This is an optimization exercise on Yosys and OpenROAD, whose aim is small area and a short achievable clock period, not a production implementation. Only simulation tests tie the RTL to the original design; equivalence was not proved. Power is estimated from default activity; no workload was simulated.

==> inputs of trial 2 <==
// stream_fifo_top
module stream_fifo_top (
	input  logic                          ti_clk,
	input  logic                          reset,
	input  logic                          sample_wr,
	input  stream_fifo_pkg::sample_t      sample_in,
	input  logic                          word_rd,
	output stream_fifo_pkg::sample_pair_t word_out,
	output logic                          block_rdy,
	output stream_fifo_pkg::word_count_t  fill_count
);
==> module stream_fifo_top, before the edit <==
module stream_fifo_top (
	input  logic                          ti_clk,
	input  logic                          reset,
	input  logic                          sample_wr,
	input  stream_fifo_pkg::sample_t      sample_in,
	input  logic                          word_rd,
	output stream_fifo_pkg::sample_pair_t word_out,
	output logic                          block_rdy,
	output stream_fifo_pkg::word_count_t  fill_count
);
	localparam int NROW = 10;
	localparam int NCOL = 8;
	logic [31:0] mem [NROW*NCOL];
	logic [NROW-1:0] wr_row, rd_row;    
	logic [NCOL-1:0] wr_col, rd_col;    
	logic            wr_half;           
	logic [4:0] in_cnt;      
	logic [6:0] st_cnt;      
	logic [3:0] out_cnt;     
	logic       last_wr;     
	logic       last_rd;     
	logic [7:0] fill;
	logic in_full;
	logic do_write, do_read;
	logic write_ok, read_ok, mv_wr, mv_rd;
	assign in_full  = (in_cnt == 5'd16);
	assign do_write = sample_wr && !in_full;
	assign do_read  = word_rd && (out_cnt != 4'd0);
	assign write_ok = (in_cnt >= 5'd2) && (st_cnt != 7'd64);
	assign read_ok  = (st_cnt != 7'd0) && (out_cnt != 4'd8) && !last_rd;
	assign mv_rd    = read_ok && (!write_ok || last_wr);
	assign mv_wr    = write_ok && !mv_rd;
	logic [NCOL-1:0] wcol_lo, wcol_hi;
	for (genvar r = 0; r < NROW; r++) begin : g_row
		for (genvar c = 0; c < NCOL; c++) begin : g_col
			always_ff @(posedge ti_clk) begin
				if (wr_row[r] && wcol_lo[c]) mem[r*NCOL+c][15:0]  <= sample_in;
				if (wr_row[r] && wcol_hi[c]) mem[r*NCOL+c][31:16] <= sample_in;
			end
		end
	end
	logic [31:0] row_word [NROW];
	logic [31:0] head;
	always_comb begin
		for (int r = 0; r < NROW; r++) begin
			row_word[r] = '0;
			for (int c = 0; c < NCOL; c++) begin
				row_word[r] = row_word[r] | (mem[r*NCOL+c] & {32{rd_col[c]}});
			end
		end
		head = '0;
		for (int r = 0; r < NROW; r++) begin
			head = head | (row_word[r] & {32{rd_row[r]}});
		end
	end
	logic [4:0]      in_cnt_d;
	logic            half_d;
	logic [NCOL-1:0] col_d;
	assign in_cnt_d = in_cnt + 5'(do_write) - (mv_wr ? 5'd2 : 5'd0);
	assign half_d   = do_write ? !wr_half : wr_half;
	assign col_d    = (do_write && wr_half) ? {wr_col[NCOL-2:0], wr_col[NCOL-1]} : wr_col;
	always_ff @(posedge ti_clk) begin
		if (reset) begin
			wcol_lo <= NCOL'(1);
			wcol_hi <= '0;
		end else begin
			wcol_lo <= (in_cnt_d != 5'd16 && !half_d) ? col_d : '0;
			wcol_hi <= (in_cnt_d != 5'd16 &&  half_d) ? col_d : '0;
		end
	end
	always_ff @(posedge ti_clk) begin
		if (reset) begin
			wr_row    <= NROW'(1);
			wr_col    <= NCOL'(1);
			wr_half   <= 1'b0;
			rd_row    <= NROW'(1);
			rd_col    <= NCOL'(1);
			in_cnt    <= '0;
			st_cnt    <= '0;
			out_cnt   <= '0;
			last_wr   <= 1'b0;
			last_rd   <= 1'b0;
			fill      <= '0;
			word_out  <= '0;
			block_rdy <= 1'b0;
		end else begin
			wr_half <= half_d;
			wr_col  <= col_d;
			if (do_write && wr_half && wr_col[NCOL-1]) wr_row <= {wr_row[NROW-2:0], wr_row[NROW-1]};
			if (do_read) begin
				word_out <= head;
				rd_col   <= {rd_col[NCOL-2:0], rd_col[NCOL-1]};
				if (rd_col[NCOL-1]) rd_row <= {rd_row[NROW-2:0], rd_row[NROW-1]};
			end
			in_cnt  <= in_cnt_d;
			st_cnt  <= st_cnt + 7'(mv_wr) - 7'(mv_rd);
			out_cnt <= out_cnt + 4'(last_rd) - 4'(do_read);
			last_wr <= mv_wr;
			last_rd <= mv_rd;
			case ({do_write, do_read})
				2'b10:   fill <= fill + 8'd1;
				2'b01:   fill <= fill - 8'd2;
				2'b11:   fill <= fill - 8'd1;
				default: fill <= fill;
			endcase
			block_rdy <= (out_cnt >= 4'd4);
		end
	end
	assign fill_count = {24'd0, fill};
endmodule
Settings: LEC_CHECK=0, CAP_MARGIN=20, CORE_MARGIN=2, CORE_UTILIZATION=60, CTS_CLUSTER_DIAMETER=100, CTS_CLUSTER_SIZE=25, SETUP_SLACK_MARGIN=5, SLEW_MARGIN=20, TNS_END_PERCENT=5; clock period 8.0 ns.
standard.sh (not shown) runs the stock make flow with config.mk's settings and CLKGATE_MAP_FILE= SYNTH_SCRIPT=/design/flow/synth_recipe.tcl, a recipe that flattens the netlist after the stock synthesis.
==> flow/flow/run.sh <==
#!/bin/bash
# The standard layout, with one change to how it is made: port buffers are
# buf_4 cells rather than the slow delay buffers the port buffering step
# picks on its own. make's output goes to standard.log; ORFS keeps each
# tool's log under orfs/logs.
set -euo pipefail
bash standard.sh "BUFFER_PORTS_ARGS=-buffer_cell sky130_fd_sc_hd__buf_4" \
  finish > standard.log 2>&1
==> build 76: changes against trial 2 <==
==> flow/run.sh (new file) <==
#!/bin/bash
# synth_recipe.tcl (not shown) runs the flow's synth.tcl, then flattens the netlist and writes it again
# the make line also repeats each setting of config.mk as NAME=value (left out here)
make -C /OpenROAD-flow-scripts/flow DESIGN_CONFIG=/design/flow/config.mk WORK_HOME=/design/flow/orfs CLKGATE_MAP_FILE= SYNTH_SCRIPT=/design/flow/synth_recipe.tcl finish
removed: flow/flow/run.sh
removed: flow/standard.sh
==> build 17: changes against trial 2 <==
--- a/flow/design.v
+++ b/flow/design.v
@@ -21,4 +21,5 @@
 	logic [31:0] mem [NROW*NCOL];
-	logic [NROW-1:0] wr_row, rd_row;    
-	logic [NCOL-1:0] wr_col, rd_col;    
+	logic [NROW-1:0] wr_row;            
+	logic [NCOL-1:0] wr_col;            
+	logic [NROW*NCOL-1:0] rd_sel;       
 	logic            wr_half;           
@@ -41,2 +42,4 @@
 	logic [NCOL-1:0] wcol_lo, wcol_hi;
+	assign wcol_lo = !in_full && !wr_half ? wr_col : '0;
+	assign wcol_hi = !in_full &&  wr_half ? wr_col : '0;
 	for (genvar r = 0; r < NROW; r++) begin : g_row
@@ -49,29 +52,7 @@
 	end
-	logic [31:0] row_word [NROW];
 	logic [31:0] head;
 	always_comb begin
-		for (int r = 0; r < NROW; r++) begin
-			row_word[r] = '0;
-			for (int c = 0; c < NCOL; c++) begin
-				row_word[r] = row_word[r] | (mem[r*NCOL+c] & {32{rd_col[c]}});
-			end
-		end
 		head = '0;
-		for (int r = 0; r < NROW; r++) begin
-			head = head | (row_word[r] & {32{rd_row[r]}});
-		end
-	end
-	logic [4:0]      in_cnt_d;
-	logic            half_d;
-	logic [NCOL-1:0] col_d;
-	assign in_cnt_d = in_cnt + 5'(do_write) - (mv_wr ? 5'd2 : 5'd0);
-	assign half_d   = do_write ? !wr_half : wr_half;
-	assign col_d    = (do_write && wr_half) ? {wr_col[NCOL-2:0], wr_col[NCOL-1]} : wr_col;
-	always_ff @(posedge ti_clk) begin
-		if (reset) begin
-			wcol_lo <= NCOL'(1);
-			wcol_hi <= '0;
-		end else begin
-			wcol_lo <= (in_cnt_d != 5'd16 && !half_d) ? col_d : '0;
-			wcol_hi <= (in_cnt_d != 5'd16 &&  half_d) ? col_d : '0;
+		for (int i = 0; i < NROW*NCOL; i++) begin
+			head = head | (mem[i] & {32{rd_sel[i]}});
 		end
@@ -83,4 +64,3 @@
 			wr_half   <= 1'b0;
-			rd_row    <= NROW'(1);
-			rd_col    <= NCOL'(1);
+			rd_sel    <= (NROW*NCOL)'(1);
 			in_cnt    <= '0;
@@ -94,11 +74,14 @@
 		end else begin
-			wr_half <= half_d;
-			wr_col  <= col_d;
-			if (do_write && wr_half && wr_col[NCOL-1]) wr_row <= {wr_row[NROW-2:0], wr_row[NROW-1]};
+			if (do_write) begin
+				wr_half <= !wr_half;
+				if (wr_half) begin
+					wr_col <= {wr_col[NCOL-2:0], wr_col[NCOL-1]};
+					if (wr_col[NCOL-1]) wr_row <= {wr_row[NROW-2:0], wr_row[NROW-1]};
+				end
+			end
 			if (do_read) begin
 				word_out <= head;
-				rd_col   <= {rd_col[NCOL-2:0], rd_col[NCOL-1]};
-				if (rd_col[NCOL-1]) rd_row <= {rd_row[NROW-2:0], rd_row[NROW-1]};
+				rd_sel <= {rd_sel[NROW*NCOL-2:0], rd_sel[NROW*NCOL-1]};
 			end
-			in_cnt  <= in_cnt_d;
+			in_cnt  <= in_cnt + 5'(do_write) - (mv_wr ? 5'd2 : 5'd0);
 			st_cnt  <= st_cnt + 7'(mv_wr) - 7'(mv_rd);
==> flow/run.sh (new file) <==
#!/bin/bash
# synth_recipe.tcl (not shown) runs the flow's synth.tcl, then flattens the netlist and writes it again
# the make line also repeats each setting of config.mk as NAME=value (left out here)
make -C /OpenROAD-flow-scripts/flow DESIGN_CONFIG=/design/flow/config.mk WORK_HOME=/design/flow/orfs CLKGATE_MAP_FILE= SYNTH_SCRIPT=/design/flow/synth_recipe.tcl finish
removed: flow/flow/run.sh
removed: flow/standard.sh
==> comparison <==
Of build 76 and build 17, build 17 has the higher die area (gap 0.89%, measured against build 17). Fmax, highest first: trial 2, build 76, build 17. Against trial 2, the sequential share of layout area of build 17 is higher by 0.20 points. Critical path depth: build 17 is lower than build 76 (1). In sequential power, build 17 and build 76 hardly differ. Non-clock buffer count, highest first: build 17, build 76, trial 2. Trial 2 finished clean. Build 76 finished with timing, DRC and antenna clean. Build 17 finished with timing, DRC and antenna clean. Wire length is about the same in trial 2 and build 76.

what the ideal ports hide:
In the flow no input, the clock included, has a driving cell. The finished layouts below were timed again as built, in two steps.
Step 1 (the two cells are an assumption about what drives the block):
set clk [get_ports {ti_clk}]
set_driving_cell -lib_cell sky130_fd_sc_hd__clkbuf_16 $clk
set_driving_cell -lib_cell sky130_fd_sc_hd__buf_2 [delete_from_list [all_inputs] $clk]
Step 2 adds t to the input delays and takes it off the output delays; t is the mean of the earliest and latest rising clock arrival at the registers after step 1. Input paths then give back, and output paths get back, about the clock's delay inside the block.
Slacks: no drivers / after step 1 / after step 2; pairs: no drivers / after step 1.
run | t (ns) | setup WS [ns] | hold WS [ns] | worst setup path at the end | worst slew at a driven data input, ns
trial 2 | 0.860 | 4.790 / 4.790 / 4.100 | 0.554 / 0.554 / 0.554 | input to register | 0.07
build 76 | 0.871 | 4.761 / 4.755 / 4.076 | 0.549 / 0.549 / 0.549 | input to register | 0.06
build 17 | 0.903 | 4.475 / 4.475 / 4.080 | 0.475 / 0.475 / 0.475 | input to register | 0.09
After both steps every run listed still meets setup and hold. The setup slack of trial 2, which loses most, moves by 0.000 ns with the drivers and by -0.690 ns with both steps.
